What follows belongs to an exercise in optimizing a design on an open flow for small area, a short achievable clock period and few clock cycles; a production flow would make more cautious choices.
At most, simulation tests tie the RTL to the original design; equivalence was not proved.
Power is estimated from default activity; no workload was simulated.

Setup of old:
// adb_packet_receive_queue_top
module adb_packet_receive_queue_top #(
	parameter int unsigned RING_SLOTS = RING_SLOTS_DEF,
	parameter int unsigned MAX_REPLY  = MAX_REPLY_DEF
) (
	input  logic          clk,
	input  logic          arst_n,
	input  logic          cfg_we,
	input  logic          cfg_wdata,
	input  logic                  item_valid,
	output logic                  item_ready,
	input  logic [MODE_W-1:0]     item_mode,
	input  logic [BYTE_W-1:0]     item_link_byte,
	input  logic                  item_end_of_packet,
	output logic                  result_valid,
	input  logic                  result_ready,
	output logic [OUTCOME_W-1:0]  result_outcome,
	output logic [BYTE_W-1:0]     result_status_flags,
	output logic [BYTE_W-1:0]     result_echoed_command,
	output logic [BYTE_W-1:0]     result_data_byte,
	output logic [DATA_IDX_W-1:0] result_data_index,
	output logic                  result_has_data,
	output logic                  result_last
);
	localparam int unsigned PTR_W  = $clog2(RING_SLOTS);
	localparam int unsigned SLOT_W = MAX_REPLY - 1;
  ...
Size: roughly 3700 cells after synthesis, about 1800 flip-flops, about 53 I/O pins, about 52000 sq um of cells after synthesis.
==> flow/config.mk <==
export PLATFORM = sky130hd
export DESIGN_NAME = adb_packet_receive_queue_top
export DESIGN_NICKNAME = adb_packet_receive_queue_top
export VERILOG_FILES = /design/flow/design.v
export SDC_FILE = /design/flow/constraint.sdc
export NUM_CORES = 4
export LEC_CHECK = 0
export CAP_MARGIN = 20
export CORE_MARGIN = 2
export CORE_UTILIZATION = 65
export CTS_BUF_LIST = sky130_fd_sc_hd__clkbuf_8
export CTS_CLUSTER_DIAMETER = 45
export CTS_CLUSTER_SIZE = 20
export SETUP_SLACK_MARGIN = 4.15
export SLEW_MARGIN = 20
==> flow/constraint.sdc <==
create_clock -name core_clock -period 7.0 [get_ports {clk}]
set_input_delay 1.4000 -clock core_clock [delete_from_list [all_inputs] [get_ports {clk}]]
set_output_delay 1.4000 -clock core_clock [all_outputs]
set_load 0.01 [all_outputs]
run.sh (not shown) runs the stock make flow with config.mk's settings and CLKGATE_MAP_FILE= SYNTH_SCRIPT=/design/flow/synth_recipe.tcl, a recipe that flattens the netlist after the stock synthesis.
Modified inputs, new compared to old
-- flow/design.v --
<<< old, line 124
	parameter int unsigned RING_SLOTS = RING_SLOTS_DEF,
	parameter int unsigned MAX_REPLY  = MAX_REPLY_DEF,
	parameter int unsigned RQ_DEPTH   = 4,
	localparam int unsigned PTR_W  = $clog2(RING_SLOTS),
	localparam int unsigned SLOT_W = MAX_REPLY - 1,
>>> new, line 124
	parameter int unsigned RING_SLOTS = RING_SLOTS_DEF,
	parameter int unsigned MAX_REPLY  = MAX_REPLY_DEF,
	parameter int unsigned RQ_DEPTH   = 6,
	localparam int unsigned PTR_W  = $clog2(RING_SLOTS),
	localparam int unsigned SLOT_W = MAX_REPLY - 1,
<<< old, line 395
	logic [RING_SLOTS-1:0] c_slot_oh;
	logic [DATA_N-1:0]     c_pos_oh;
	logic [LEN_W-1:0]      c_idx, c_rem, c_li, q_li;
	logic                  q_has;
>>> new, line 395
	logic [RING_SLOTS-1:0] c_slot_oh;
	logic [DATA_N-1:0]     c_pos_oh;
	localparam logic [DATA_N-1:0] TAPS = DATA_N'(21'h11111);
	logic                  c_at, c_at_rot;
	logic [LEN_W-1:0]      c_idx, c_rem, c_li, q_li;
	logic                  q_has;
<<< old, line 406
	logic                  res_has_q, res_last_q;
	assign load_ok    = !res_valid_q || result_ready;
	assign emit       = c_v && load_ok;
	assign c_last     = !c_rep || (c_rem == '0);
	assign c_fin      = emit && c_last;
>>> new, line 408
	logic                  res_has_q, res_last_q;
	assign load_ok    = !res_valid_q || result_ready;
	assign emit       = c_v && load_ok && c_at;
	assign c_at_rot   = |({c_pos_oh[DATA_N-2:0], c_pos_oh[DATA_N-1]} & TAPS);
	assign c_last     = !c_rep || (c_rem == '0);
	assign c_fin      = emit && c_last;
<<< old, line 412
	assign rq_pop     = c_load;
	assign rd_slot_oh = c_slot_oh;
	assign rd_pos_oh  = c_pos_oh;
	assign q_slot     = PTR_W'(rq_head[2:0]);
	assign q_has      = has_mem[PTR_W'(rq_head[2:0])];
>>> new, line 415
	assign rq_pop     = c_load;
	assign rd_slot_oh = c_slot_oh;
	assign rd_pos_oh  = c_pos_oh & TAPS;
	assign q_slot     = PTR_W'(rq_head[2:0]);
	assign q_has      = has_mem[PTR_W'(rq_head[2:0])];
<<< old, line 456
			c_rem     <= q_li;
			c_pos_oh  <= q_has ? q_pos_oh : '0;
		end else if (emit) begin
			c_idx     <= c_idx + LEN_W'(1);
>>> new, line 459
			c_rem     <= q_li;
			c_pos_oh  <= q_has ? q_pos_oh : '0;
			c_at      <= !rq_head[3] || !q_has || (|(q_pos_oh & TAPS));
		end else if (emit) begin
			c_idx     <= c_idx + LEN_W'(1);
<<< old, line 462
		end else begin
			c_pos_oh  <= {c_pos_oh[DATA_N-2:0], c_pos_oh[DATA_N-1]};
		end
		if (emit) begin
>>> new, line 466
		end else begin
			c_pos_oh  <= {c_pos_oh[DATA_N-2:0], c_pos_oh[DATA_N-1]};
			c_at      <= !c_rep || !c_has || c_at_rot;
		end
		if (emit) begin
[summary]
new completed end to end with timing, DRC and antenna clean. The synthesized cell count in new is 0.818 times that in old. The run with more setup slack is old; new has less. As of new, met3 wirelength from detailed routing had fallen by more than a quarter compared to old. When the final numbers for new and old were put side by side, the part of the total power dissipated in sequential elements turned out to be smaller in old. new vs old — final design utilization rose 0.64 points. Compared with old, new shows a part of the power in the clock network that is 1.4 points higher. Row die area: new lower / old higher. Delta (new minus old): combinational share of power saw a decrease; worst voltage drop across the vdd grid saw a decrease; global placement routability congestion saw an increase. Total of hold buffers inserted after clock tree synthesis: old vs new identical. Looking only at sequential share of layout area, and setting everything else aside, the lower value of new and old goes to old. Register area, new vs old: up slightly. Looking at via count across new and old, the one that comes out higher is old.
Testbench counts of new, summed over its fixed seeds: cycles 23,510.
The RTL of old was laid out without a check of its function.

==> static timing again, ports no longer ideal <==
The results above use ideal ports. As a check the final layouts listed here were re-extracted and re-timed, cells and wires unchanged. Step 1 (the two cells are an assumption about what drives the block):
set clk [get_ports {clk}]
set_driving_cell -lib_cell sky130_fd_sc_hd__clkbuf_16 $clk
set_driving_cell -lib_cell sky130_fd_sc_hd__buf_2 [delete_from_list [all_inputs] $clk]
Step 2 moves the port delays by t, midway between the first and last clock arrival at a register: inputs arrive t later, outputs are due t later. That takes back most of the time a late clock gives input paths. Slacks: ideal / step 1 / step 2; pairs: ideal / step 1.
| run | t (ns) | setup slack, ns | latest minus earliest clock arrival (ns) |
|---|---|---|---|
| old | 0.894 | 4.114 / 4.047 / 3.329 | 0.059 / 0.060 |
| new | 0.866 | 4.081 / 4.019 / 3.361 | 0.050 / 0.050 |
After both steps setup and hold are still met in every run listed. The setup slack of old, which loses most, moves by -0.067 ns with the drivers and by -0.785 ns with both steps.
